This is an optimization exercise on Yosys and OpenROAD, whose aim is small area, a short achievable clock period and few clock cycles per item, not a production implementation. Only simulation tests tie the RTL to the original design; equivalence was not proved. Power is estimated from default activity; no workload was simulated.

## design/flow/constraint.sdc

```tcl
create_clock -name core_clock -period 6.0 [get_ports {aclk}]
set_input_delay 1.2000 -clock core_clock [delete_from_list [all_inputs] [get_ports {aclk}]]
set_output_delay 1.2000 -clock core_clock [all_outputs]
set_load 0.01 [all_outputs]
```

## design/flow/run.sh

```bash
#!/bin/bash
# synth_recipe.tcl (not shown) runs the flow's synth.tcl, then flattens the netlist and writes it again
# the make line also repeats each setting of config.mk as NAME=value (left out here)
make -C /OpenROAD-flow-scripts/flow DESIGN_CONFIG=/design/flow/config.mk WORK_HOME=/design/flow/orfs CLKGATE_MAP_FILE= SYNTH_SCRIPT=/design/flow/synth_recipe.tcl finish
```

## design/flow/config.mk

```make
export PLATFORM = sky130hd
export DESIGN_NAME = booth_multiply_restoring_divide
export DESIGN_NICKNAME = booth_multiply_restoring_divide
export VERILOG_FILES = /design/flow/design.v
export SDC_FILE = /design/flow/constraint.sdc
export NUM_CORES = 4
export LEC_CHECK = 0
export CAP_MARGIN = 20
export CORE_MARGIN = 2
export CORE_UTILIZATION = 40
export SLEW_MARGIN = 20
```

## design/flow/design.v

```verilog
package bmrd_pkg;
    localparam int W = 32;
    localparam logic OP_MUL = 1'b0;
    localparam logic OP_DIV = 1'b1;
    localparam logic [1:0] BOOTH_ADD = 2'b01;
    localparam logic [1:0] BOOTH_SUB = 2'b10;
    typedef struct packed {
        logic               op;
        logic signed [31:0] multiplier;
        logic signed [31:0] multiplicand;
        logic        [63:0] dividend;
        logic        [31:0] divisor;
    } in_t;
    typedef struct packed {
        logic signed [63:0] product;
        logic        [31:0] quotient;
        logic        [31:0] remainder;
        logic               divide_overflow;
    } out_t;
    typedef struct packed {
        logic           valid;
        logic           op;
        logic           ovf;
        logic [W:0]     acc;
        logic [W-1:0]   low;
        logic           bit_m1;
        logic [W-1:0]   opnd;
    } stage_t;
endpackage
module bmrd_cell (
    input  logic              aclk,
    input  logic              aresetn,
    input  logic              en,
    input  bmrd_pkg::stage_t  stage_in,
    output bmrd_pkg::stage_t  stage_out
);
    logic                       valid_reg;
    bmrd_pkg::stage_t           data_reg;
    bmrd_pkg::stage_t           data_next;
    logic [1:0]                 booth_sel;
    logic [bmrd_pkg::W:0]       sum;
    logic [bmrd_pkg::W:0]       opnd_ext;
    logic [bmrd_pkg::W:0]       wide;
    logic [bmrd_pkg::W+1:0]     diff;
    always_comb begin
        data_next = stage_in;
        booth_sel = {stage_in.low[0], stage_in.bit_m1};
        opnd_ext  = {stage_in.opnd[bmrd_pkg::W-1], stage_in.opnd};
        wide      = {stage_in.acc[bmrd_pkg::W-1:0], stage_in.low[bmrd_pkg::W-1]};
        diff      = {1'b0, wide} - {2'b00, stage_in.opnd};
        sum       = stage_in.acc;
        if (stage_in.op == bmrd_pkg::OP_MUL) begin
            case (booth_sel)
                bmrd_pkg::BOOTH_ADD: sum = stage_in.acc + opnd_ext;
                bmrd_pkg::BOOTH_SUB: sum = stage_in.acc - opnd_ext;
                default:             sum = stage_in.acc;
            endcase
            data_next.acc    = {sum[bmrd_pkg::W], sum[bmrd_pkg::W:1]};
            data_next.low    = {sum[0], stage_in.low[bmrd_pkg::W-1:1]};
            data_next.bit_m1 = stage_in.low[0];
        end else begin
            if (!diff[bmrd_pkg::W+1]) begin
                data_next.acc = {1'b0, diff[bmrd_pkg::W-1:0]};
                data_next.low = {stage_in.low[bmrd_pkg::W-2:0], 1'b1};
            end else begin
                data_next.acc = {1'b0, wide[bmrd_pkg::W-1:0]};
                data_next.low = {stage_in.low[bmrd_pkg::W-2:0], 1'b0};
            end
        end
    end
    always_ff @(posedge aclk) begin
        if (!aresetn) begin
            valid_reg <= 1'b0;
        end else if (en) begin
            valid_reg <= stage_in.valid;
        end
    end
    always_ff @(posedge aclk) begin
        if (en) begin
            data_reg <= data_next;
        end
    end
    always_comb begin
        stage_out       = data_reg;
        stage_out.valid = valid_reg;
    end
endmodule
module booth_multiply_restoring_divide (
    input  logic            aclk,
    input  logic            aresetn,
    input  logic            s_valid,
    output logic            s_ready,
    input  logic [160:0]    s_payload,
    output logic            m_valid,
    input  logic            m_ready,
    output logic [128:0]    m_payload
);
    bmrd_pkg::in_t                      s_pl;
    bmrd_pkg::out_t                     m_pl;
    assign s_pl      = s_payload;
    assign m_payload = m_pl;
    bmrd_pkg::stage_t                   first;
    logic [3*bmrd_pkg::W+4:0]           chain [0:bmrd_pkg::W];   
    bmrd_pkg::stage_t                   last;
    logic                               advance;
    logic [bmrd_pkg::W-1:0]             div_hi;
    logic [bmrd_pkg::W-1:0]             div_d;
    logic signed [2*bmrd_pkg::W-1:0]    prod_w;
    assign last    = chain[bmrd_pkg::W];
    assign advance = !last.valid || m_ready;
    assign s_ready = advance;
    assign div_hi = s_pl.dividend[2*bmrd_pkg::W-1:bmrd_pkg::W];
    assign div_d  = s_pl.divisor[bmrd_pkg::W-1:0];
    assign chain[0] = first;
    always_comb begin
        first.valid  = s_valid;
        first.op     = s_pl.op;
        first.bit_m1 = 1'b0;
        if (s_pl.op == bmrd_pkg::OP_MUL) begin
            first.ovf  = 1'b0;
            first.acc  = '0;
            first.low  = s_pl.multiplier[bmrd_pkg::W-1:0];
            first.opnd = s_pl.multiplicand[bmrd_pkg::W-1:0];
        end else begin
            first.ovf  = (div_d == '0) || (div_hi >= div_d);
            first.acc  = {1'b0, div_hi};
            first.low  = s_pl.dividend[bmrd_pkg::W-1:0];
            first.opnd = div_d;
        end
    end
    for (genvar i = 0; i < bmrd_pkg::W; i++) begin : g_cell
        bmrd_cell u_cell (
            .aclk      (aclk),
            .aresetn   (aresetn),
            .en        (advance),
            .stage_in  (chain[i]),
            .stage_out (chain[i+1])
        );
    end
    assign prod_w  = {last.acc[bmrd_pkg::W-1:0], last.low};
    assign m_valid = last.valid;
    always_comb begin
        if (last.op == bmrd_pkg::OP_MUL) begin
            m_pl.product         = 64'(prod_w);
            m_pl.quotient        = '0;
            m_pl.remainder       = '0;
            m_pl.divide_overflow = 1'b0;
        end else begin
            m_pl.product         = '0;
            m_pl.quotient        = 32'(last.low);
            m_pl.remainder       = 32'(last.acc[bmrd_pkg::W-1:0]);
            m_pl.divide_overflow = last.ovf;
        end
    end
endmodule
```

==> run notes <==
[layout make-up]
| cell class | instances | area [µm²] |
|---|---|---|
| Sequential cell | 3198 | 95710 |
| Timing Repair Buffer | 667 | 6058 |
| Clock buffer | 422 | 9241 |
| Antenna cell | 8 | 20.02 |
| Inverter | 1715 | 6445 |
| Tap cell | 8671 | 10850 |
| Fill cell | 63080 | 366200 |
| Multi-Input combinational cell | 22050 | 156800 |
| Clock inverter | 243 | 2648 |
[routing by layer]
layer,track usage [%],vias to the layer above,routed length [µm]
met4,9.708,12,38210
met3,1.998,1493,33930
li1,-,104500,-
met1,28.48,103200,333200
met5,0,-,86
met2,41.62,5723,400600
[kinds of logic (layout without fill, tap and decap cells)]
group / after synthesis / after routing / synth area share [%]
simple gates: 6931 / 6931 / 12.57
other cells: 0 / 8 / 0
buf+inv: 2759 / 3047 / 3.978
xor+xnor: 2519 / 2519 / 8.399
fa+ha+maj: 2206 / 2206 / 10.69
mux: 1536 / 1536 / 6.350
compound gates: 8853 / 8853 / 21.57
flops: 3198 / 3198 / 36.44
[where the power goes]
group,leakage [nW],internal [W],total (W),switching (W)
clock,5.73,0.0127,0.0225,0.00981
combinational,77.4,0.0539,0.127,0.0728
sequential,33.8,0.0355,0.0455,0.0100
[stage by stage]
stage	std cells	hold WS [ns]	cell area [µm²]	power, W	utilization [%]
5_1_grt	36960	0.4199	287800	0.2107	44.00
2_1_floorplan	28000	0.4003	262700	0.1374	-
3_5_place_dp	36290	0.4045	275900	0.1707	42.18
6_report	36970	0.4008	287800	0.1947	44.00
3_3_place_gp	36290	0.4006	275900	0.1698	42.18
4_1_cts	36960	0.4116	287800	0.1943	44.00
[cells in the mapped netlist, drive strengths merged (410+ instances only)]
cell and count:
a211oi 772, a21o 1049, a21oi 2757, a31oi 609, clkbuf 917, edfxtp 3166, ha 2142, inv 1705
mux2 1040, mux2i 496, nand2 1764, nand3 410, nor2 2151, nor3 442, o21ai 1523, xnor2 1865
xor2 654
[worst paths after layout]
kind,start,to,slack [ns],cells after the start
setup reg to reg,g_cell[2].u_cell.data_reg[5]$_DFFE_PP_,g_cell[3].u_cell.data_reg[96]$_DFFE_PP_,0.54,18
hold reg to reg,g_cell[11].u_cell.data_reg[98]$_DFFE_PP_,g_cell[12].u_cell.data_reg[98]$_DFFE_PP_,0.40,0
hold / removal,g_cell[11].u_cell.data_reg[98]$_DFFE_PP_,g_cell[12].u_cell.data_reg[98]$_DFFE_PP_,0.40,0
setup / recovery,g_cell[2].u_cell.data_reg[5]$_DFFE_PP_,g_cell[3].u_cell.data_reg[96]$_DFFE_PP_,0.54,18
[worst max-delay path, delay by kind of cell, from the launching register on]
kind / cells / cell delay (ns)
adders and majority gates: 1 / 0.41
buffers and inverters: 1 / 0.19
DFF: 1 / 0.65
xor gates and xnor gates: 1 / 0.16
and+or+nand+nor: 5 / 1.54
AOI/OAI and AO/OA: 10 / 2.39
==> impl_metrics.ini <==
[status]
status = finished clean

[die]
core_area_um2 = 654000
die_area_um2 = 663200
ioPinCount = 296
initial_core_util_pct = 40.16
die_x_um = 814.4
rows = 297
die_h_um = 814.4

[global_routing]
antenna_found_initial = 14
grt_max_degree = 170
grt_pass1_wl_um = 1230000
grt-ovfl-total = 0
grt_pass1_vias = 207600
grt_use_total_pct = 23.18

[sta]
post-route-period-util_pct = 91.07
hold_viol = 0
setup_viol = 0
finClkSkew_ns = 0.08221
max_freq_ghz = 0.1830
setup-tns-final_ns = 0
finalCriticalPeriod_ns = 5.464
rsz0062_at_grt = no
slew_headroom_pct = 19.15
slew_violations = 0
setup_ws_ns = 0.5359
worst_slew_pin_slew_ns = 1.213

[clock_tree]
post_cts_resized = 0
hold_buffers = 0
postCtsSetupBuffers = 0
numCtsBuffers = 359
htreeDepth = 5
clk_latency_ns = 1.08
cts_root_buffer = clkbuf_16
clkTransAtPathRegs_ns = 0.06
clk_path_buf_depth = 4
cts_tree = done
clock_sinks = 3198

[pwr]
irDropWorstVdd_mv = 0.4748
power_density_nw_per_um2 = 676.6
p_leak_nw = 116.9

[drt]
drt-initial-drc-count = 16710
drt_wl_total_um = 806100
post_drt_wl_per_cell_um = 21.81
num_vias = 214900
ant_nets = 0
drc = 0
dr.pass1.iters = 7
via_per_inst = 5.813

[finish]
syn_to_final_growth_pct = 9.569
final_cell_mix = edfxtp_1, a21oi_1, nor2_1
largest_reg_flops = 3166
final_nets = 30360
mostFrequentLayoutCell = edfxtp_1
post_route_cells_drive_above_1_share_pct = 7.734

[job]
max_cap_viol_count = 0

[yosys]
synth_top_area_cell = edfxtp_1
synth_warnings = 4
synth-edff-count = 3166
syn_inst = 28000
synth_top_flop_cell = edfxtp_1
synth_area_per_cell_um2 = 9.380
synth-seq-cells = 3198
synth.top_cell.area_share_pct = 36.19
async_flop_share_pct = 0
synthTopCellsByArea = edfxtp_1, ha_1, xnor2_1
ys_types = 110
syn_area_um2 = 262700
synth.net_count = 30370
yosysSeqAreaShare_pct = 36.44

[placement]
dp.final_hpwl_um = 640500
pre_cts_slack_ns = 0.3163
place_congestion = 0.9539
io_buffers = 295

[setup_path]
crit_slowest_cell = nor3b_1
crit_chain = nor4_1, buf_4, nand3_1, nor3b_1, a21o_1, o21ai_0, xnor2_1, ha_1, a21oi_1, o21ai_0, a221o_1, a21oi_1, nand3b_1, a31oi_1, o211ai_1, a21o_1, a21oi_1, nand2b_1
cp-start-kind = register
path_common_cell = a21oi_1
crit_required_ns = 6.91
cp_max_fo = 9
cp_data_arrival_time_ns = 6.37
crit_type = register to register
worst_path_largest_cell_delay_ns = 0.87
worst_setup_path_end_kind = register

[min_path]
min-delay-path-class = register to register
Testbench counts, summed over its fixed seeds: cycles 8,448, items 8,192.

separate check: timing with driven ports:
How much do the figures lean on ideal ports? The routed layout below was timed once more, with nothing changed but the port constraints. Step 1 (the two cells are an assumption about what drives the block):
set clk [get_ports {aclk}]
set_driving_cell -lib_cell sky130_fd_sc_hd__clkbuf_16 $clk
set_driving_cell -lib_cell sky130_fd_sc_hd__buf_2 [delete_from_list [all_inputs] $clk]
Step 2, shift: input delay + t, output delay - t, t = (earliest + latest rising clock arrival at the registers) / 2. This alone moves slack from input paths to output paths. Three values: ideal ports, drivers, drivers and shift; two values: the first two.
t, ns: 1.173
setup WS [ns]: 0.536 / 0.536 / 0.266
hold WS [ns]: 0.401 / 0.401 / 0.401
worst register clock-pin slew, ns: 0.07 / 0.07
After both steps setup and hold are still met in this run. For this run, drivers alone change the setup slack by 0.000 ns; drivers and shift together by -0.270 ns.
